From an optimization exercise on the open Yosys and OpenROAD flow, aimed at small area; shortcuts taken in it are not production practice. At most, simulation tests tie the RTL to the original design; equivalence was not proved. No activity file was given, so power comes from the tool's default toggle rates. The clock port is modelled as an ideal driver; clocking choices that lean on that would not hold on a real chip.

## whackGame
module whackGame (
	input logic Clock,
	input logic reset,
	input logic [gamePkg::NumMoles-1:0] switches,
	input logic loadSeed,
	input logic shift,
	output gamePkg::heightT [gamePkg::NumMoles-1:0] moleHeights,
	output bcdPkg::bcdCountT totalScore,
	output bcdPkg::bcdCountT totalRise
);
For scale: ~1,300 cells after synthesis, roughly 23,000 sq um of cells after synthesis.
clock: 30.0 ns
lec_check: 0
cap_margin: 20
core_margin: 2
core_utilization: 65
slew_margin: 20
standard.sh (not shown) runs the stock make flow with config.mk's settings and CLKGATE_MAP_FILE= SYNTH_SCRIPT=/design/flow/synth_recipe.tcl, a recipe that flattens the netlist after the stock synthesis.
==> flow/flow/run.sh <==
#!/bin/bash
# Standard synthesis and layout (standard.sh), with: every gate set to the
# smallest size of its family after floorplanning (repair_design then upsizes
# what needs it), minimum-size port buffers, and a leaner clock tree (no dummy
# loads, small leaf buffers).
set -euo pipefail
here=$(pwd)
bash standard.sh finish \
	"POST_FLOORPLAN_TCL=$here/flow/downsize.tcl" \
	"BUFFER_PORTS_ARGS=-buffer_cell sky130_fd_sc_hd__buf_1" \
	"CTS_ARGS=-sink_clustering_enable -repair_clock_nets -dont_use_dummy_load -buf_list sky130_fd_sc_hd__clkbuf_8 -root_buf sky130_fd_sc_hd__clkbuf_16 -sink_clustering_buffer sky130_fd_sc_hd__clkbuf_16 -sink_clustering_size 30 -sink_clustering_max_diameter 70" \
	> flow.log 2>&1
==> flow/flow/downsize.tcl <==
# Swap every standard cell to the smallest-area cell of the same family
# (same name up to the drive-strength suffix, so same function and pins).
# repair_design later upsizes whatever then violates slew or capacitance.
set db [ord::get_db]
set dont_use {}
if { [info exists ::env(DONT_USE_CELLS)] } { set dont_use $::env(DONT_USE_CELLS) }
set best [dict create]
foreach lib [$db getLibs] {
  foreach m [$lib getMasters] {
    set name [$m getName]
    if { ![regexp {^(sky130_fd_sc_hd__.+)_(\d+)$} $name -> base drive] } { continue }
    set skip 0
    foreach p $dont_use { if { [string match $p $name] } { set skip 1 } }
    if { $skip } { continue }
    set a [expr { [$m getWidth] * [$m getHeight] }]
    if { ![dict exists $best $base] || $a < [lindex [dict get $best $base] 1] } {
      dict set best $base [list $m $a]
    }
  }
}
set swapped 0
foreach inst [[ord::get_db_block] getInsts] {
  set m [$inst getMaster]
  if { [$inst isFixed] } { continue }
  if { ![regexp {^(sky130_fd_sc_hd__.+)_(\d+)$} [$m getName] -> base drive] } { continue }
  if { [regexp {^sky130_fd_sc_hd__(df|edf|sdf|dl|tap|fill|decap|conb)} [$m getName]] } { continue }
  if { ![dict exists $best $base] } { continue }
  set nm [lindex [dict get $best $base] 0]
  if { [$nm getName] ne [$m getName] } {
    $inst swapMaster $nm
    incr swapped
  }
}
puts "downsize: swapped $swapped instances"
==> next run, changes <==
--- a/flow/flow/run.sh
+++ b/flow/flow/run.sh
@@ -9,4 +9,4 @@
 	"POST_FLOORPLAN_TCL=$here/flow/downsize.tcl" \
 	"BUFFER_PORTS_ARGS=-buffer_cell sky130_fd_sc_hd__buf_1" \
-	"CTS_ARGS=-sink_clustering_enable -repair_clock_nets -dont_use_dummy_load -buf_list sky130_fd_sc_hd__clkbuf_8 -root_buf sky130_fd_sc_hd__clkbuf_16 -sink_clustering_buffer sky130_fd_sc_hd__clkbuf_16 -sink_clustering_size 30 -sink_clustering_max_diameter 70" \
+	"CTS_ARGS=-sink_clustering_enable -repair_clock_nets -dont_use_dummy_load -buf_list sky130_fd_sc_hd__clkbuf_8 -root_buf sky130_fd_sc_hd__clkbuf_16 -sink_clustering_buffer sky130_fd_sc_hd__clkbuf_16 -sink_clustering_size 32 -sink_clustering_max_diameter 140" \
 	> flow.log 2>&1
What happened:
- The new run completed without violations
- sequential power hardly moves
- routed wire length goes down slightly
- cell count shrinks slightly
- power is lower by a few percent
- first-iteration DRC count came out higher by roughly a tenth
- synthesized cell count stays the same
- design area is lower slightly
==> next run, changes <==
--- a/flow/flow/run.sh
+++ b/flow/flow/run.sh
@@ -9,4 +9,4 @@
 	"POST_FLOORPLAN_TCL=$here/flow/downsize.tcl" \
 	"BUFFER_PORTS_ARGS=-buffer_cell sky130_fd_sc_hd__buf_1" \
-	"CTS_ARGS=-sink_clustering_enable -repair_clock_nets -dont_use_dummy_load -buf_list sky130_fd_sc_hd__clkbuf_8 -root_buf sky130_fd_sc_hd__clkbuf_16 -sink_clustering_buffer sky130_fd_sc_hd__clkbuf_16 -sink_clustering_size 32 -sink_clustering_max_diameter 140" \
+	"CTS_ARGS=-sink_clustering_enable -repair_clock_nets -dont_use_dummy_load -buf_list sky130_fd_sc_hd__clkbuf_8 -root_buf sky130_fd_sc_hd__clkbuf_16 -sink_clustering_buffer sky130_fd_sc_hd__clkbuf_16 -sink_clustering_size 30 -sink_clustering_max_diameter 100" \
 	> flow.log 2>&1
- critical path depth stays the same
- wire length is higher slightly
- cell area hardly moves
- flip-flop and latch count does not change
- core utilization hardly moves
- total power is higher slightly
- cell count hardly moves
- synthesized area is unchanged

## build 34
Another version of the RTL of whackGame (not shown whole).
For scale: ~1300 cells after synthesis, roughly 630 flip-flops, about 23000 µm² of cells after synthesis.
Settings: LEC_CHECK=0, CAP_MARGIN=20, CORE_MARGIN=2, CORE_UTILIZATION=65, SLEW_MARGIN=20; clock period 30.0 ns.
==> flow/flow/run.sh <==
#!/bin/bash
# Standard synthesis and layout (standard.sh), with: every gate set to the
# smallest size of its family after floorplanning (repair_design then upsizes
# what needs it), minimum-size port buffers, and a leaner clock tree (no dummy
# loads, small leaf buffers).
set -euo pipefail
here=$(pwd)
bash standard.sh finish \
	"POST_FLOORPLAN_TCL=$here/flow/downsize.tcl" \
	"BUFFER_PORTS_ARGS=-buffer_cell sky130_fd_sc_hd__buf_1" \
	"CTS_ARGS=-sink_clustering_enable -repair_clock_nets -dont_use_dummy_load -buf_list sky130_fd_sc_hd__clkbuf_8 -root_buf sky130_fd_sc_hd__clkbuf_16 -sink_clustering_buffer sky130_fd_sc_hd__clkbuf_8 -sink_clustering_size 16 -sink_clustering_max_diameter 50" \
	> flow.log 2>&1
Scripts as last shown in full above: flow/flow/downsize.tcl
Having completed the whole flow, build 34 delivered a layout that passed the timing, DRC and antenna checks.
Changes in build 17 relative to build 34:
# build 34
export LEC_CHECK = 0
export CAP_MARGIN = 20
export CORE_MARGIN = 2
export CORE_UTILIZATION = 65
export SLEW_MARGIN = 20
create_clock -name core_clock -period 30.0 [get_ports {Clock}]
# build 17
export LEC_CHECK = 0
export CAP_MARGIN = 20
export CORE_MARGIN = 2
export CORE_UTILIZATION = 40
export SLEW_MARGIN = 20
create_clock -name core_clock -period 30.0 [get_ports {Clock}]
==> flow/flow/run.sh <==
#!/bin/bash
# Standard synthesis and layout (standard.sh), with a leaner clock tree (small
# clock buffers, no dummy loads), minimum-size port buffers
set -euo pipefail
bash standard.sh finish \
	"BUFFER_PORTS_ARGS=-buffer_cell sky130_fd_sc_hd__buf_1" \
	"CTS_ARGS=-sink_clustering_enable -repair_clock_nets -dont_use_dummy_load -buf_list sky130_fd_sc_hd__clkbuf_8 -sink_clustering_size 20 -sink_clustering_max_diameter 60" \
	> flow.log 2>&1
removed: flow/flow/downsize.tcl
Notes after the runs:
Fmax: build 17 higher than build 34. Sort build 34 and build 17 by clock network fraction of total power desc -> top: build 34. Combinational cell fraction of total power (lower): build 34. Build 17: PASS, flow complete, no timing, DRC or antenna violations. [diff] final hold slack, build 17 relative to build 34: regression.
Here is what was changed in the inputs of build 52 compared with build 17.
==> flow/flow/run.sh <==
#!/bin/bash
# Standard synthesis and layout (standard.sh), with a leaner clock tree (small
# clock buffers, no dummy loads), minimum-size port buffers, and power
# recovery (downsizing of gates off the critical paths) after global routing.
set -euo pipefail
bash standard.sh finish \
	"BUFFER_PORTS_ARGS=-buffer_cell sky130_fd_sc_hd__buf_1" \
	"CTS_ARGS=-sink_clustering_enable -repair_clock_nets -dont_use_dummy_load -buf_list sky130_fd_sc_hd__clkbuf_4" \
	"RECOVER_POWER=100" \
	> flow.log 2>&1
## What came out
The sole clean run among build 52 and build 17 is build 17. In build 52 the implementation completed, yet the final layout does not meet the checks, the culprit being max-capacitance violations, max-slew violations. On proportion of final cell area spent on non-clock buffers: between build 52 and build 17, it ends up lower for build 52. Build 52 vs build 17: fraction of area in registers down in build 52. Compared to build 17, build 52 has via count about 6% higher. For the clock-buffer cell count, build 52 came in 113 higher than build 17 did. Comparing build 52 and build 17, detailed-route wire length per cell is lower on build 52. Summary of build 52 over build 17: critical path's largest stage delay climbed 6.23 ns; number of nets at the end of the flow climbed 7.9%; combinational share of power dropped 0.6 points; cell leakage power climbed about 4%.
Changes in build 78 relative to build 52:
# build 52
export LEC_CHECK = 0
export CAP_MARGIN = 20
export CORE_MARGIN = 2
export CORE_UTILIZATION = 40
export SLEW_MARGIN = 20
create_clock -name core_clock -period 30.0 [get_ports {Clock}]
# build 78
export LEC_CHECK = 0
export CAP_MARGIN = 20
export CORE_MARGIN = 2
export CORE_UTILIZATION = 65
export SLEW_MARGIN = 20
create_clock -name core_clock -period 30.0 [get_ports {Clock}]
==> flow/flow/run.sh <==
#!/bin/bash
# Standard synthesis and layout (standard.sh), with: every gate set to the
# smallest size of its family after floorplanning (repair_design then upsizes
# what needs it), minimum-size port buffers, and a leaner clock tree (no dummy
# loads, small leaf buffers).
set -euo pipefail
here=$(pwd)
bash standard.sh finish \
	"POST_FLOORPLAN_TCL=$here/flow/downsize.tcl" \
	"BUFFER_PORTS_ARGS=-buffer_cell sky130_fd_sc_hd__buf_1" \
	"CTS_ARGS=-sink_clustering_enable -repair_clock_nets -dont_use_dummy_load -buf_list sky130_fd_sc_hd__clkbuf_8 -root_buf sky130_fd_sc_hd__clkbuf_16 -sink_clustering_buffer sky130_fd_sc_hd__clkbuf_16 -sink_clustering_size 36 -sink_clustering_max_diameter 80" \
	> flow.log 2>&1
==> flow/flow/downsize.tcl (new file) <==
# Swap every standard cell to the smallest-area cell of the same family
# (same name up to the drive-strength suffix, so same function and pins).
# repair_design later upsizes whatever then violates slew or capacitance.
set db [ord::get_db]
set dont_use {}
if { [info exists ::env(DONT_USE_CELLS)] } { set dont_use $::env(DONT_USE_CELLS) }
set best [dict create]
foreach lib [$db getLibs] {
  foreach m [$lib getMasters] {
    set name [$m getName]
    if { ![regexp {^(sky130_fd_sc_hd__.+)_(\d+)$} $name -> base drive] } { continue }
    set skip 0
    foreach p $dont_use { if { [string match $p $name] } { set skip 1 } }
    if { $skip } { continue }
    set a [expr { [$m getWidth] * [$m getHeight] }]
    if { ![dict exists $best $base] || $a < [lindex [dict get $best $base] 1] } {
      dict set best $base [list $m $a]
    }
  }
}
set swapped 0
foreach inst [[ord::get_db_block] getInsts] {
  set m [$inst getMaster]
  if { [$inst isFixed] } { continue }
  if { ![regexp {^(sky130_fd_sc_hd__.+)_(\d+)$} [$m getName] -> base drive] } { continue }
  if { [regexp {^sky130_fd_sc_hd__(df|edf|sdf|dl|tap|fill|decap|conb)} [$m getName]] } { continue }
  if { ![dict exists $best $base] } { continue }
  set nm [lindex [dict get $best $base] 0]
  if { [$nm getName] ne [$m getName] } {
    $inst swapMaster $nm
    incr swapped
  }
}
puts "downsize: swapped $swapped instances"
Build 78: flow completed, timing, DRC and antenna clean
Cell area (build 78 over build 52): decrease, about 3.5%
Summary — wire length, build 78 relative to build 52: lower, by about 9%.
Diff build 78..build 52 | setup TNS | unchanged
No run of this note included a check of the RTL's function; only the layout flow was run.

## static timing again, ports no longer ideal
In the flow no input, the clock included, has a driving cell. The finished layouts below were timed again as built, in two steps. Step 1: set_driving_cell puts a clkbuf_16 on Clock and a buf_2 on each other input, an assumption about the parent block. Step 2 moves the port delays by t, midway between the first and last clock arrival at a register: inputs arrive t later, outputs are due t later. That takes back most of the time a late clock gives input paths. Slacks: ideal / step 1 / step 2; pairs: ideal / step 1.
| run | shift t [ns] | setup slack, ns | hold WS [ns] | latest minus earliest clock arrival (ns) | pins driven straight from the clock port |
|---|---|---|---|---|---|
| the first run of note 1 | 0.570 | 21.780 / 21.795 / 21.226 | 0.373 / 0.373 / 0.373 | 0.054 / 0.055 | 1 |
| the second run of note 1 | 0.597 | 21.834 / 21.847 / 21.251 | 0.385 / 0.385 / 0.385 | 0.059 / 0.059 | 1 |
| the third run of note 1 | 0.601 | 21.810 / 21.827 / 21.226 | 0.393 / 0.393 / 0.393 | 0.059 / 0.059 | 1 |
| build 34 | 0.585 | 21.875 / 21.890 / 21.305 | 0.393 / 0.393 / 0.393 | 0.046 / 0.046 | 1 |
| build 17 | 0.638 | 22.040 / 22.062 / 21.424 | 0.346 / 0.346 / 0.346 | 0.099 / 0.100 | 1 |
| build 52 | 0.915 | 15.322 / 15.328 / 14.412 | 0.358 / 0.358 / 0.358 | 0.091 / 0.091 | 1 |
| build 78 | 0.600 | 21.918 / 21.931 / 21.331 | 0.394 / 0.394 / 0.394 | 0.070 / 0.070 | 1 |
For build 52, which loses most, drivers alone change the setup slack by +0.006 ns; drivers and shift together by -0.910 ns.
